Source: an optimization exercise on an open RTL-to-GDS flow (aim: small area and a short achievable clock period). Production flows keep margins and buffers that such runs may drop. No run shown here included a check of the RTL's function; only the layout flow was run. Power and IR drop assume default switching activity.

===== design.v =====
package sync_fifo_pkg;
    localparam int DEF_WIDTH = 32;
    localparam int DEF_DEPTH = 64;
    localparam int PTR_ADDR_W = 32;
    typedef struct packed {
        logic                  wrap;
        logic [PTR_ADDR_W-1:0] addr;
    } fifo_ptr_t;
    function automatic int clog2(input int unsigned n);
        int r;
        r = 0;
        for (int i = 0; i < 32; i++) begin
            if (((n - 32'd1) >> i) != 32'd0) begin
                r = i + 1;
            end
        end
        clog2 = r;
    endfunction
    function automatic fifo_ptr_t ptr_inc(input fifo_ptr_t p, input int unsigned depth);
        fifo_ptr_t n;
        n = p;
        if (p.addr == (depth - 32'd1)) begin
            n.addr = '0;
            n.wrap = ~p.wrap;
        end else begin
            n.addr = p.addr + 32'd1;
        end
        ptr_inc = n;
    endfunction
endpackage
module sync_fifo_ram #(
    parameter int WIDTH = 32,
    parameter int DEPTH = 64,
    parameter int LO    = 8,
    parameter int HI    = 8
) (
    input  logic             clk_i,
    input  logic             rst_i,
    input  logic             we_i,
    input  logic [HI-1:0]    whi_i,
    input  logic [LO-1:0]    wlo_i,
    input  logic [WIDTH-1:0] wdata_i,
    input  logic             re_i,
    input  logic [DEPTH-1:0] rsel_lo_i,
    input  logic [DEPTH-1:0] rsel_hi_i,
    output logic [WIDTH-1:0] rdata_o
);
    logic [WIDTH-1:0] mem_q [DEPTH];
    logic [WIDTH-1:0] rmux;
    logic [WIDTH-1:0] rdata_q;
    for (genvar i = 0; i < DEPTH; i++) begin : g_word
        always_ff @(posedge clk_i) begin
            if (we_i && whi_i[i / LO] && wlo_i[i % LO]) begin
                mem_q[i] <= wdata_i;
            end
        end
    end
    localparam int GW = 8;
    localparam int NG = DEPTH / GW;
    logic [WIDTH-1:0] grp [NG];
    localparam int HW = WIDTH / 2;
    for (genvar g = 0; g < NG; g++) begin : g_rgrp
        logic [GW*HW-1:0]           words_lo;
        logic [GW*(WIDTH-HW)-1:0]   words_hi;
        for (genvar k = 0; k < GW; k++) begin : g_w
            assign words_lo[k*HW +: HW]                 = mem_q[g*GW + k][HW-1:0];
            assign words_hi[k*(WIDTH-HW) +: WIDTH-HW]   = mem_q[g*GW + k][WIDTH-1:HW];
        end
        sync_fifo_rgrp #(
            .WIDTH (HW),
            .N     (GW)
        ) u_rgrp_lo (
            .sel_i   (rsel_lo_i[g*GW +: GW]),
            .words_i (words_lo),
            .or_o    (grp[g][HW-1:0])
        );
        sync_fifo_rgrp #(
            .WIDTH (WIDTH - HW),
            .N     (GW)
        ) u_rgrp_hi (
            .sel_i   (rsel_hi_i[g*GW +: GW]),
            .words_i (words_hi),
            .or_o    (grp[g][WIDTH-1:HW])
        );
    end
    logic [NG*WIDTH-1:0] grp_flat;
    for (genvar g = 0; g < NG; g++) begin : g_flat
        assign grp_flat[g*WIDTH +: WIDTH] = grp[g];
    end
    always_ff @(posedge clk_i or posedge rst_i) begin
        if (rst_i) begin
            rdata_q <= '0;
        end else if (re_i) begin
            rdata_q <= rmux;
        end
    end
    sync_fifo_ror #(
        .WIDTH (WIDTH),
        .N     (NG)
    ) u_ror (
        .grp_i (grp_flat),
        .or_o  (rmux)
    );
    assign rdata_o = rdata_q;
endmodule
module sync_fifo_rgrp #(
    parameter int WIDTH = 32,
    parameter int N     = 8
) (
    input  logic [N-1:0]       sel_i,
    input  logic [N*WIDTH-1:0] words_i,
    output logic [WIDTH-1:0]   or_o
);
    for (genvar b = 0; b < WIDTH; b++) begin : g_bit
        logic [N-1:0] col;
        for (genvar k = 0; k < N; k++) begin : g_k
            assign col[k] = words_i[k*WIDTH + b];
        end
        assign or_o[b] = |(col & sel_i);
    end
endmodule
module sync_fifo_ror #(
    parameter int WIDTH = 32,
    parameter int N     = 8
) (
    input  logic [N*WIDTH-1:0] grp_i,
    output logic [WIDTH-1:0]   or_o
);
    for (genvar b = 0; b < WIDTH; b++) begin : g_bit
        logic [N-1:0] col;
        for (genvar k = 0; k < N; k++) begin : g_k
            assign col[k] = grp_i[k*WIDTH + b];
        end
        assign or_o[b] = |col;
    end
endmodule
module sync_fifo #(
    parameter int WIDTH     = sync_fifo_pkg::DEF_WIDTH,
    parameter int DEPTH     = sync_fifo_pkg::DEF_DEPTH,
    parameter int AFULL_TH  = DEPTH - 4,
    parameter int AEMPTY_TH = 4
) (
    input  logic                       clk,
    input  logic                       m_rst,
    input  logic                       w_valid,
    input  logic [WIDTH-1:0]           w_data,
    output logic                       w_ready,
    input  logic                       r_valid,
    output logic [WIDTH-1:0]           r_data,
    output logic                       r_data_valid,
    output logic                       full,
    output logic                       empty,
    output logic                       almost_full,
    output logic                       almost_empty,
    output logic [sync_fifo_pkg::clog2(DEPTH):0]      level,
    output logic                       overflow,
    output logic                       underflow
);
    localparam int AW = sync_fifo_pkg::clog2(DEPTH);
    localparam int LO = 1 << (AW / 2);
    localparam int HI = DEPTH / LO;
    logic [LO-1:0] wr_lo_q;
    logic [HI-1:0] wr_hi_q;
    logic [HI-1:0] wr_hi_ok_q;
    logic [HI-1:0] wr_hi_d;
    logic          full_d;
    logic [DEPTH-1:0] rd_sel_lo;
    logic [DEPTH-1:0] rd_sel_hi;
    logic [AW:0]   level_q;
    logic          full_q;
    logic          nempty_q;
    logic          afull_q;
    logic          naempty_q;
    logic          overflow_q;
    logic          underflow_q;
    logic          rvalid_q;
    logic          wr_acc;
    logic          rd_acc;
    logic          inc;
    logic          dec;
    logic [AW:0]   level_p1;
    logic [AW:0]   level_m1;
    assign wr_acc = w_valid && !full_q;
    assign rd_acc = r_valid && nempty_q;
    assign inc    = wr_acc && !rd_acc;
    assign dec    = rd_acc && !wr_acc;
    assign level_p1 = level_q + 1'b1;
    assign level_m1 = level_q - 1'b1;
    assign wr_hi_d = (wr_acc && wr_lo_q[LO-1]) ? {wr_hi_q[HI-2:0], wr_hi_q[HI-1]} : wr_hi_q;
    assign full_d  = inc ? (level_p1 == (AW + 1)'(DEPTH)) : (dec ? 1'b0 : full_q);
    always_ff @(posedge clk or posedge m_rst) begin
        if (m_rst) begin
            wr_lo_q     <= LO'(1);
            wr_hi_q     <= HI'(1);
            wr_hi_ok_q  <= HI'(1);
            level_q     <= '0;
            full_q      <= 1'b0;
            nempty_q    <= 1'b0;
            afull_q     <= 1'b0;
            naempty_q   <= 1'b0;
            overflow_q  <= 1'b0;
            underflow_q <= 1'b0;
            rvalid_q    <= 1'b0;
        end else begin
            if (wr_acc) wr_lo_q <= {wr_lo_q[LO-2:0], wr_lo_q[LO-1]};
            wr_hi_q    <= wr_hi_d;
            wr_hi_ok_q <= full_d ? '0 : wr_hi_d;
            full_q     <= full_d;
            if (inc) begin
                level_q  <= level_p1;
                nempty_q <= 1'b1;
                afull_q  <= (level_p1 >= (AW + 1)'(AFULL_TH));
                naempty_q <= !(level_p1 <= (AW + 1)'(AEMPTY_TH));
            end else if (dec) begin
                level_q  <= level_m1;
                nempty_q <= (level_m1 != '0);
                afull_q  <= (level_m1 >= (AW + 1)'(AFULL_TH));
                naempty_q <= !(level_m1 <= (AW + 1)'(AEMPTY_TH));
            end
            overflow_q  <= w_valid && full_q;
            underflow_q <= r_valid && !nempty_q;
            rvalid_q    <= rd_acc;
        end
    end
    sync_fifo_rptr #(.DEPTH(DEPTH)) u_rptr_lo (
        .clk_i (clk),
        .rst_i (m_rst),
        .adv_i (rd_acc),
        .sel_o (rd_sel_lo)
    );
    sync_fifo_rptr #(.DEPTH(DEPTH)) u_rptr_hi (
        .clk_i (clk),
        .rst_i (m_rst),
        .adv_i (rd_acc),
        .sel_o (rd_sel_hi)
    );
    sync_fifo_ram #(
        .WIDTH (WIDTH),
        .DEPTH (DEPTH),
        .LO    (LO),
        .HI    (HI)
    ) u_ram (
        .clk_i   (clk),
        .rst_i   (m_rst),
        .we_i    (w_valid),
        .whi_i   (wr_hi_ok_q),
        .wlo_i   (wr_lo_q),
        .wdata_i (w_data),
        .re_i    (rd_acc),
        .rsel_lo_i (rd_sel_lo),
        .rsel_hi_i (rd_sel_hi),
        .rdata_o (r_data)
    );
    assign w_ready      = !full_q;
    assign full         = full_q;
    assign empty        = !nempty_q;
    assign level        = level_q;
    assign almost_full  = afull_q;
    assign almost_empty = !naempty_q;
    assign overflow     = overflow_q;
    assign underflow    = underflow_q;
    assign r_data_valid = rvalid_q;
endmodule
module sync_fifo_rptr #(
    parameter int DEPTH = 64
) (
    input  logic             clk_i,
    input  logic             rst_i,
    input  logic             adv_i,
    output logic [DEPTH-1:0] sel_o
);
    logic [DEPTH-1:0] sel_q;
    always_ff @(posedge clk_i or posedge rst_i) begin
        if (rst_i) begin
            sel_q <= DEPTH'(1);
        end else if (adv_i) begin
            sel_q <= {sel_q[DEPTH-2:0], sel_q[DEPTH-1]};
        end
    end
    assign sel_o = sel_q;
endmodule

===== flow/run.sh =====
#!/bin/bash
# Standard layout (the standard.sh) with two changes:
#  - flow/move.tcl runs before detailed placement: each port buffer is resized
#    to a stronger buffer, and each register that drives an output port (with
#    any inverter between them) is moved next to that port's output buffer;
#    detailed placement then legalises them as usual.
#  - clock tree synthesis clusters up to 25 sinks within 100 um per leaf buffer
#    and inserts no dummy loads.
set -euo pipefail
W=$(pwd)
bash standard.sh \
  PRE_DETAIL_PLACE_TCL="$W/flow/move.tcl" \
  "CTS_ARGS=-sink_clustering_enable -repair_clock_nets -sink_clustering_size 25 -sink_clustering_max_diameter 100 -dont_use_dummy_load" \
  finish > "$W/standard_flow.log" 2>&1

===== flow/move.tcl =====
# Runs inside ORFS detail_place.tcl (PRE_DETAIL_PLACE_TCL hook), design loaded.
# 1. Resize every port buffer (input and output) to a stronger buffer.
# 2. Move each flip-flop that drives an output port (directly or through
#    buffers/inverters) and the cells between them onto the output buffer's
#    location; detailed placement then legalises them.
proc driver_inst {net} {
  foreach it [$net getITerms] {
    if {[$it isOutputSignal]} { return [$it getInst] }
  }
  return ""
}
proc input_net {inst} {
  foreach it [$inst getITerms] {
    if {[$it isInputSignal] && [$it getNet] ne "NULL"} { return [$it getNet] }
  }
  return ""
}
set db [ord::get_db]
set block [ord::get_db_block]
set in_buf [$db findMaster sky130_fd_sc_hd__buf_8]
set out_buf [$db findMaster sky130_fd_sc_hd__buf_6]
set moved 0
set sized 0
foreach bterm [$block getBTerms] {
  set net [$bterm getNet]
  if {$net eq "NULL"} { continue }
  if {[$net getSigType] eq "CLOCK"} { continue }
  if {[$bterm getIoType] eq "INPUT"} {
    set loads {}
    foreach it [$net getITerms] { lappend loads [$it getInst] }
    if {[llength $loads] == 1} {
      set b [lindex $loads 0]
      if {[string match "*__buf_*" [[$b getMaster] getName]] || [string match "*dlybuf*" [[$b getMaster] getName]] || [string match "*dlygate*" [[$b getMaster] getName]]} {
        $b swapMaster $in_buf
        incr sized
      }
    }
    continue
  }
  if {[$bterm getIoType] ne "OUTPUT"} { continue }
  set obuf [driver_inst $net]
  if {$obuf eq ""} { continue }
  set oname [[$obuf getMaster] getName]
  if {[string match "*__buf_*" $oname] || [string match "*dlybuf*" $oname] || [string match "*dlygate*" $oname]} {
    $obuf swapMaster $out_buf
    incr sized
  }
  lassign [$obuf getLocation] x y
  set inst $obuf
  set chain {}
  for {set k 0} {$k < 4} {incr k} {
    set n [input_net $inst]
    if {$n eq ""} { break }
    set d [driver_inst $n]
    if {$d eq ""} { break }
    set mname [[$d getMaster] getName]
    if {[string match "*__df*" $mname]} {
      foreach c $chain { $c setLocation $x $y }
      $d setLocation $x $y
      incr moved
      puts "move: [$d getName] ($mname) -> $x $y for [$bterm getName] via [llength $chain] cells"
      break
    }
    if {![string match "*buf*" $mname] && ![string match "*inv*" $mname]} { break }
    lappend chain $d
    set inst $d
  }
}
puts "move: resized $sized port buffers, moved $moved output flip-flops"

===== standard.sh =====
#!/bin/bash
# synth_recipe.tcl (not shown) runs the flow's synth.tcl, then flattens the netlist and writes it again
# the make line also repeats each setting of config.mk as NAME=value (left out here)
make -C /OpenROAD-flow-scripts/flow DESIGN_CONFIG=/design/flow/config.mk WORK_HOME=/design/flow/orfs CLKGATE_MAP_FILE= SYNTH_SCRIPT=/design/flow/synth_recipe.tcl "${@:-finish}"

===== config.mk =====
export PLATFORM = sky130hd
export DESIGN_NAME = sync_fifo
export DESIGN_NICKNAME = sync_fifo
export VERILOG_FILES = /design/flow/design.v
export SDC_FILE = /design/flow/constraint.sdc
export NUM_CORES = 4
export LEC_CHECK = 0
export CAP_MARGIN = 20
export CORE_MARGIN = 2
export CORE_UTILIZATION = 55
export SETUP_SLACK_MARGIN = 2.5
export SLEW_MARGIN = 20
export SYNTH_HIERARCHICAL = 1
export SYNTH_MINIMUM_KEEP_SIZE = 0
export TNS_END_PERCENT = 10

===== constraint.sdc =====
create_clock -name core_clock -period 4.5 [get_ports {clk}]
set_input_delay 0.9000 -clock core_clock [delete_from_list [all_inputs] [get_ports {clk}]]
set_output_delay 0.9000 -clock core_clock [all_outputs]
set_load 0.01 [all_outputs]

==> flow_summary.ini, run 1 <==
[place]
routabilityCongestion = 0.843
place_area_um2 = 84200
pre_cts_slack_ps = 1580
hpwl_mm = 133
portBuffers = 82

[setup_path]
startpoint = u_rptr_lo.sel_q[18]
start_kind = register
reg2reg_from = u_rptr_lo.sel_q[18]
critical_path_arrival_ps = 2990
critPathKind = register to register
worstPathRequired_ps = 5110
crit_path_max_fanout = 9
crit_path_end_kind = register

[synth]
synthMuxAreaShare_pct = 2.98
synth_top_flop_cell = edfxtp_1
yosys.area_share.simple_pct = 3.47
synth.avg_cell_area_um2 = 19.4
synth-edff-count = 2048
ys_ff_latch = 2246
syn-num-nets = 4321
syn_inst = 4280
synth_top_family_by_area = compound AO/OA/AOI/OAI gates
async_flop_share_pct = 8.82
synth_fa_ha_area_share_pct = 0.0752
synth_compound_area_share_pct = 9.47
synth_xor_area_share_pct = 0.137
yosysWarnings = 12
ys_types = 49
synth_area_um2 = 83200
synth-seq-area-share_pct = 79.9

[routing]
routed_wl_mm = 211
ant_nets = 0
vias_per_cell = 6.59
dr.pass1.iters = 5
drt_iter0_markers = 5423
num_vias = 42800
drcViolationCount = 0
wl_per_cell_um = 32.5

[sta]
timing.final.max_slew_violations = 0
setup_slack_ps = 2120
finalSetupTns_ps = 0
worst_pin_slew_ps = 983
final_hold_viol_count = 0
period_needed_ps = 2380
fin_skew_ps = 48.1
setup_viol = 0
rsz0062_at_grt = yes
fmax_mhz = 420
period_share_pct = 52.9
slew_headroom_pct = 34.5

[power_and_ir_drop]
p_leak_uw = 0.0291
power_density_nw_per_um2 = 376
seqPwrFrac_pct = 66.9
p_sw_uw = 6930
swShare_pct = 20.3
p_int_uw = 27200
clkPwrFrac_pct = 29.1
p_total_uw = 34100
comb_power_share_pct = 4.0
vdd_drop_max_mv = 0.362

[finish]
antenna_cells = 0
area_delta_synth_final_pct = 8.81
fin_nets = 4517
stdcell_area_um2 = 90500
final_layout_size_suffix_gt1_share_pct = 23.8
layout_commonest_cell = edfxtp_1
final_cell_mix = 2048 x edfxtp_1, 901 x a22oi_1, 257 x nand4_1, 248 x buf_4, 151 x mux2_4

[global_route]
grt_pass1_vias = 40000
grt_overflow = 0
grt_max_degree = 81
grt_pass1_wl_mm = 296
track_usage_pct = 27.0
antenna_found_initial = 7

[die]
die_height_um = 393
start_util_pct = 55.5
die_area_um2 = 154000
core-area_um2 = 150000
num_rows = 142
fp.dieW_um = 393
num_io_pins = 83

[hold_path]
min_path_type = primary input to async pin

[clock_network]
numCtsBuffers = 99
clk_pin_slew_worst_paths_ps = 100
htree_num_levels = 3
cts_tree = done
clock-sinks = 2246
cts_hold_buf = 0
insertion_delay_ps = 750
clockRootBuffer = clkbuf_16
clk_path_buf_depth = 3

[status]
status = finished clean

[run]
maxCapViolCount = 0
-- final timing paths --
path                       slack, ps  depth (start not counted)                   to
max reg2reg                     2120                          5     u_ram.rdata_q[7]
min                              220                          2  u_rptr_hi.sel_q[12]
max                             2120                          5     u_ram.rdata_q[7]
max in group asynchronous       3530                          3  u_rptr_hi.sel_q[52]
min in group core_clock          420                          2          underflow_q
min reg2reg                      530                          1           wr_hi_q[2]
-- repair_timing --
item | in CTS | in global routing
setup buffers | 175 | 64
cloned | 0 | 1
endpoints found under the setup margin | 1128 | 1979
pin swaps | 102 | 74
gates resized for setup | 330 | 114
-- synthesized netlist by cell type (all sizes together) (7+ instances only) --
library cell / instances / area, um^2
a22oi: 1025 / 7690
mux2: 169 / 2470
and3: 66 / 413
nor2: 8 / 30.0
xnor2: 7 / 61.3
edfxtp: 2048 / 61500
nor4: 65 / 407
inv: 15 / 56.3
nor2b: 9 / 56.3
dfrtp: 193 / 4830
clkbuf: 15 / 66.3
nand4: 257 / 1610
buf: 277 / 3200
nand2: 67 / 256
-- state kept, by name, indices dropped and copies added, names as in the netlist --
register,count
rvalid_q,1
wr_hi_ok_q,8
u_rptr_lo.sel_q,64
wr_hi_q,8
overflow_q,1
wr_lo_q,8
full_q,1
naempty_q,1
u_ram.rdata_q,32
level_q,7
underflow_q,1
afull_q,1
u_ram.mem_q,2048
u_rptr_hi.sel_q,64
nempty_q,1
-- worst max-delay path: stages, from the launching register on --
cell	delay, ps
dfrtp_2	510
a22oi_2	230
nand4_1	350
nor4_4	700
nand2_1	170
mux2_4	300
-- cell type report --
type	count	area (um^2)
well taps	2016	2520
repair buffers	387	3780
multi-input cells	1726	15000
inverters	16	109
fillers	10900	59400
clock buffers	99	2480
flip-flops and latches	2246	66700
-- through the flow --
step	utilization, %	cells	hold slack (ps)
2_1_floorplan	-	4280	424
5_1_grt	60.4	6490	185
3_3_place_gp	55.9	6149	472
4_1_cts	59.6	6423	253
6_report	60.4	6490	219
3_5_place_dp	56.2	6149	466
-- power by group through the flow --
stage	clock, uW	sequential [uW]	combinational, uW
global placement	0	23400	1040
global route	10700	22800	1470
finish	9910	22800	1380
CTS	10000	22800	1330
floorplan	0	23300	610
detailed placement	0	23400	1120
-- routing by layer --
layer / global-route usage (%) / part of all wire, % / up-vias
li1: - / - / 18100
met1: 43.5 / 45 / 22800
met2: 40.1 / 45 / 1730
met3: 3.69 / 8.1 / 180
met4: 4.49 / 1.5 / 4
met5: 0 / 0.010 / -
-- logic make-up (layout without fill, tap and decap cells) --
kind of cell | after synthesis | after routing
flops | 2246 | 2246
compound gates | 1048 | 1048
mux | 170 | 170
fa+ha+maj | 5 | 5
simple gates | 490 | 490
xor+xnor | 13 | 13
buf+inv | 308 | 502
==> run 2: changes to the inputs <==
--- a/design.v
+++ b/design.v
@@ -128,10 +128,30 @@
 );
     for (genvar b = 0; b < WIDTH; b++) begin : g_bit
-        logic [N-1:0] col;
-        for (genvar k = 0; k < N; k++) begin : g_k
-            assign col[k] = grp_i[k*WIDTH + b];
-        end
-        assign or_o[b] = |col;
-    end
+        logic [N/2-1:0] pair_n;
+        for (genvar k = 0; k < N / 2; k++) begin : g_pair
+            sync_fifo_nor2 u_nor (
+                .a_i (grp_i[(2*k)*WIDTH + b]),
+                .b_i (grp_i[(2*k+1)*WIDTH + b]),
+                .y_o (pair_n[k])
+            );
+        end
+        sync_fifo_nand4 u_nand (
+            .a_i (pair_n),
+            .y_o (or_o[b])
+        );
+    end
+endmodule
+module sync_fifo_nor2 (
+    input  logic a_i,
+    input  logic b_i,
+    output logic y_o
+);
+    assign y_o = ~(a_i | b_i);
+endmodule
+module sync_fifo_nand4 (
+    input  logic [3:0] a_i,
+    output logic       y_o
+);
+    assign y_o = ~(&a_i);
 endmodule
 module sync_fifo #(
==> flow_summary.ini, run 2 <==
[routing]
drcViolationCount = 0
ant_nets = 0
drt_iter0_markers = 5378
vias_per_cell = 6.68
routed_wl_mm = 227
num_vias = 42700
wl_per_cell_um = 35.6
dr.pass1.iters = 6

[die]
die_height_um = 393
start_util_pct = 55.5
die_area_um2 = 155000
num_rows = 142
fp.dieW_um = 393
core-area_um2 = 150000
num_io_pins = 83

[run]
maxCapViolCount = 0

[synth]
synth-seq-area-share_pct = 79.7
netlist_top_cells_count = 2048 x edfxtp_1, 1025 x a22oi_1, 289 x nand4_1, 228 x buf_6, 193 x dfrtp_1
synth_top_area_share_pct = 73.8
ys_types = 49
syn_inst = 4344
yosysTopAreaCell = edfxtp_1
yosysWarnings = 12
synth_most_common_cell = edfxtp_1
synth-edff-count = 2048
synth.avg_cell_area_um2 = 19.2
ys_ff_latch = 2246
synth_area_um2 = 83400
synth_area_leaders = edfxtp_1 74%, a22oi_1 9.2%, dfrtp_1 5.8%
async_flop_share_pct = 8.82
syn-num-nets = 4385
synth_top_flop_cell = edfxtp_1

[finish]
layout_commonest_cell = edfxtp_1
area_delta_synth_final_pct = 6.59
largest_reg_flops = 2048
multiInputGateArea_um2 = 14900
final_layout_size_suffix_gt1_share_pct = 19.7
seqCellArea_um2 = 66700
final_cell_mix = 2048 x edfxtp_1, 937 x a22oi_1, 289 x nand4_1, 153 x mux2_4, 100 x clkbuf_16
top_register = u_ram.mem_q
fin_nets = 4398
top_regs = u_ram.mem_q (2048), u_rptr_hi.sel_q (64), u_rptr_lo.sel_q (64)
nFillCells = 10900

[setup_path]
start_kind = register
critical_path_arrival_ps = 3040
crit_path_max_fanout = 18
worstPathRequired_ps = 5130
crit_path_end_kind = register
critPathKind = register to register

[clock_network]
clockRootBuffer = clkbuf_16
clk_path_buf_depth = 3
insertion_delay_ps = 770
cts_tree = done
clock-sinks = 2246
numCtsBuffers = 100
htree_num_levels = 3
clk_pin_slew_worst_paths_ps = 100
cts_hold_buf = 0

[power_and_ir_drop]
power_density_nw_per_um2 = 385
clkPwrFrac_pct = 29.2
vdd_drop_max_mv = 0.500
seqPwrFrac_pct = 66.6
p_leak_uw = 0.0280
p_sw_uw = 7040
swShare_pct = 20.6
comb_power_share_pct = 4.2
p_int_uw = 27200

[global_route]
grt_overflow = 0
grt_max_degree = 65
antenna_found_initial = 15
grt_pass1_vias = 40300
grt_pass1_wl_mm = 312
track_usage_pct = 28.7

[sta]
fin_skew_ps = 85.5
fmax_mhz = 414
slew_headroom_pct = 34.2
rsz0062_at_grt = yes
setup_viol = 0
finalSetupTns_ps = 0
final_hold_viol_count = 0
period_needed_ps = 2410
hold-worst-slack_ps = 153
timing.final.max_slew_violations = 0
period_share_pct = 53.7
setup_slack_ps = 2090
worst_pin_slew_ps = 987

[place]
routabilityCongestion = 0.885
portBuffers = 82
hpwl_mm = 138
pre_cts_slack_ps = 1570

[status]
status = finished clean

[hold_path]
min_path_type = primary input to async pin
run 2: path summary, 6_finish.rpt:
check | from | endpoint | slack [ps] | depth (start not counted)
min in group core_clock | r_valid | underflow_q | 440 | 2
max in group asynchronous | m_rst | u_rptr_hi.sel_q[14] | 3350 | 3
min reg2reg | nempty_q | underflow_q | 520 | 1
max reg2reg | u_rptr_hi.sel_q[32] | u_ram.rdata_q[28] | 2090 | 5
min | m_rst | u_rptr_hi.sel_q[35] | 150 | 2
max | u_rptr_hi.sel_q[32] | u_ram.rdata_q[28] | 2090 | 5
run 2: layout make-up:
| class | instances | share of cell area [%] |
|---|---|---|
| Clock buffer | 100 | 2.82 |
| Timing Repair inverter | 1 | 0.00986 |
| Tap cell | 2016 | 2.84 |
| Inverter | 16 | 0.134 |
| Timing Repair Buffer | 197 | 2.41 |
| Antenna cell | 12 | 0.0338 |
| Multi-Input combinational cell | 1795 | 16.8 |
| Sequential cell | 2246 | 75.0 |
run 2: logic make-up after synthesis:
family | count (synthesis) | synth area share, %
flip-flops | 2246 | 79.7
AO/OA/AOI/OAI | 1048 | 9.45
AND/OR/NAND/NOR | 554 | 3.66
buffers and inverters | 308 | 3.99
multiplexers | 170 | 2.97
XOR/XNOR | 13 | 0.137
adder cells (fa/ha/maj) | 5 | 0.0750
run 2: power by group through the flow:
| stage | Clock (uW) | Sequential (uW) | Combinational, uW |
|---|---|---|---|
| after floorplan | 0 | 23300 | 610 |
| after global placement | 0 | 23400 | 1100 |
| after CTS | 10100 | 22800 | 1340 |
| after detailed placement | 0 | 23400 | 1150 |
| after global routing | 10800 | 22800 | 1520 |
| final | 10000 | 22800 | 1440 |
run 2: critical path, stage by stage (launching register included):
cell     delay (ps)
dfrtp_4         600
a22oi_2         260
nand4_1         470
nor2_4          360
nand4_1         250
mux2_4          330
run 2: per-module statistics from Yosys (local to each module, per instance), a selection:
module	times used	cells	flops+latches	cell area, um^2
sync_fifo_nor2	128	1	0	3.75
sync_fifo	1	188	38	1900
sync_fifo_nand4	32	1	0	6.26
run 2: through the flow:
step	util [%]	total power (uW)	std cells	instance area [um^2]
global route	59.2	35100	6371	88800
detailed placement	56.1	24500	6185	84200
CTS	58.8	34300	6336	88300
floorplan	-	23900	4344	83500
finish	59.2	34200	6383	88900
global placement	55.9	24500	6185	83900
run 2: per-layer routing:
| layer | GRT usage, % | part of all wire, % |
|---|---|---|
| met1 | 40.4 | 39 |
| met2 | 47.0 | 49 |
| met4 | 8.37 | 3.4 |
| met5 | 0 | 0.0057 |
| met3 | 4.02 | 8.3 |
run 2: timing repair:
action	CTS	global route
cloned	0	6
pin swaps	95	42
resized for setup	359	63
buffers inserted	51	28
setup endpoints to repair	1860	1665

==> static timing again, ports no longer ideal <==
The results above use ideal ports. As a check the final layouts listed here were re-extracted and re-timed, cells and wires unchanged. Step 1 (the two cells are an assumption about what drives the block):
set clk [get_ports {clk}]
set_driving_cell -lib_cell sky130_fd_sc_hd__clkbuf_16 $clk
set_driving_cell -lib_cell sky130_fd_sc_hd__buf_2 [delete_from_list [all_inputs] $clk]
Step 2 adds t to the input delays and takes it off the output delays; t is the mean of the earliest and latest rising clock arrival at the registers after step 1. Input paths then give back, and output paths get back, about the clock's delay inside the block. Slacks: ideal / step 1 / step 2; pairs: ideal / step 1.
run	t, ns	slack for setup (ns)	worst hold slack (ns)	slew at the worst register clock pin (ns)	cell pins on the clock port's net
run 1	0.812	2.118 / 2.118 / 1.863	0.219 / 0.177 / 0.529	0.10 / 0.10	1
run 2	0.816	2.085 / 2.085 / 1.766	0.153 / 0.107 / 0.523	0.10 / 0.10	1
After both steps every run listed still meets setup and hold. The setup slack of run 2, which loses most, moves by 0.000 ns with the drivers and by -0.319 ns with both steps.
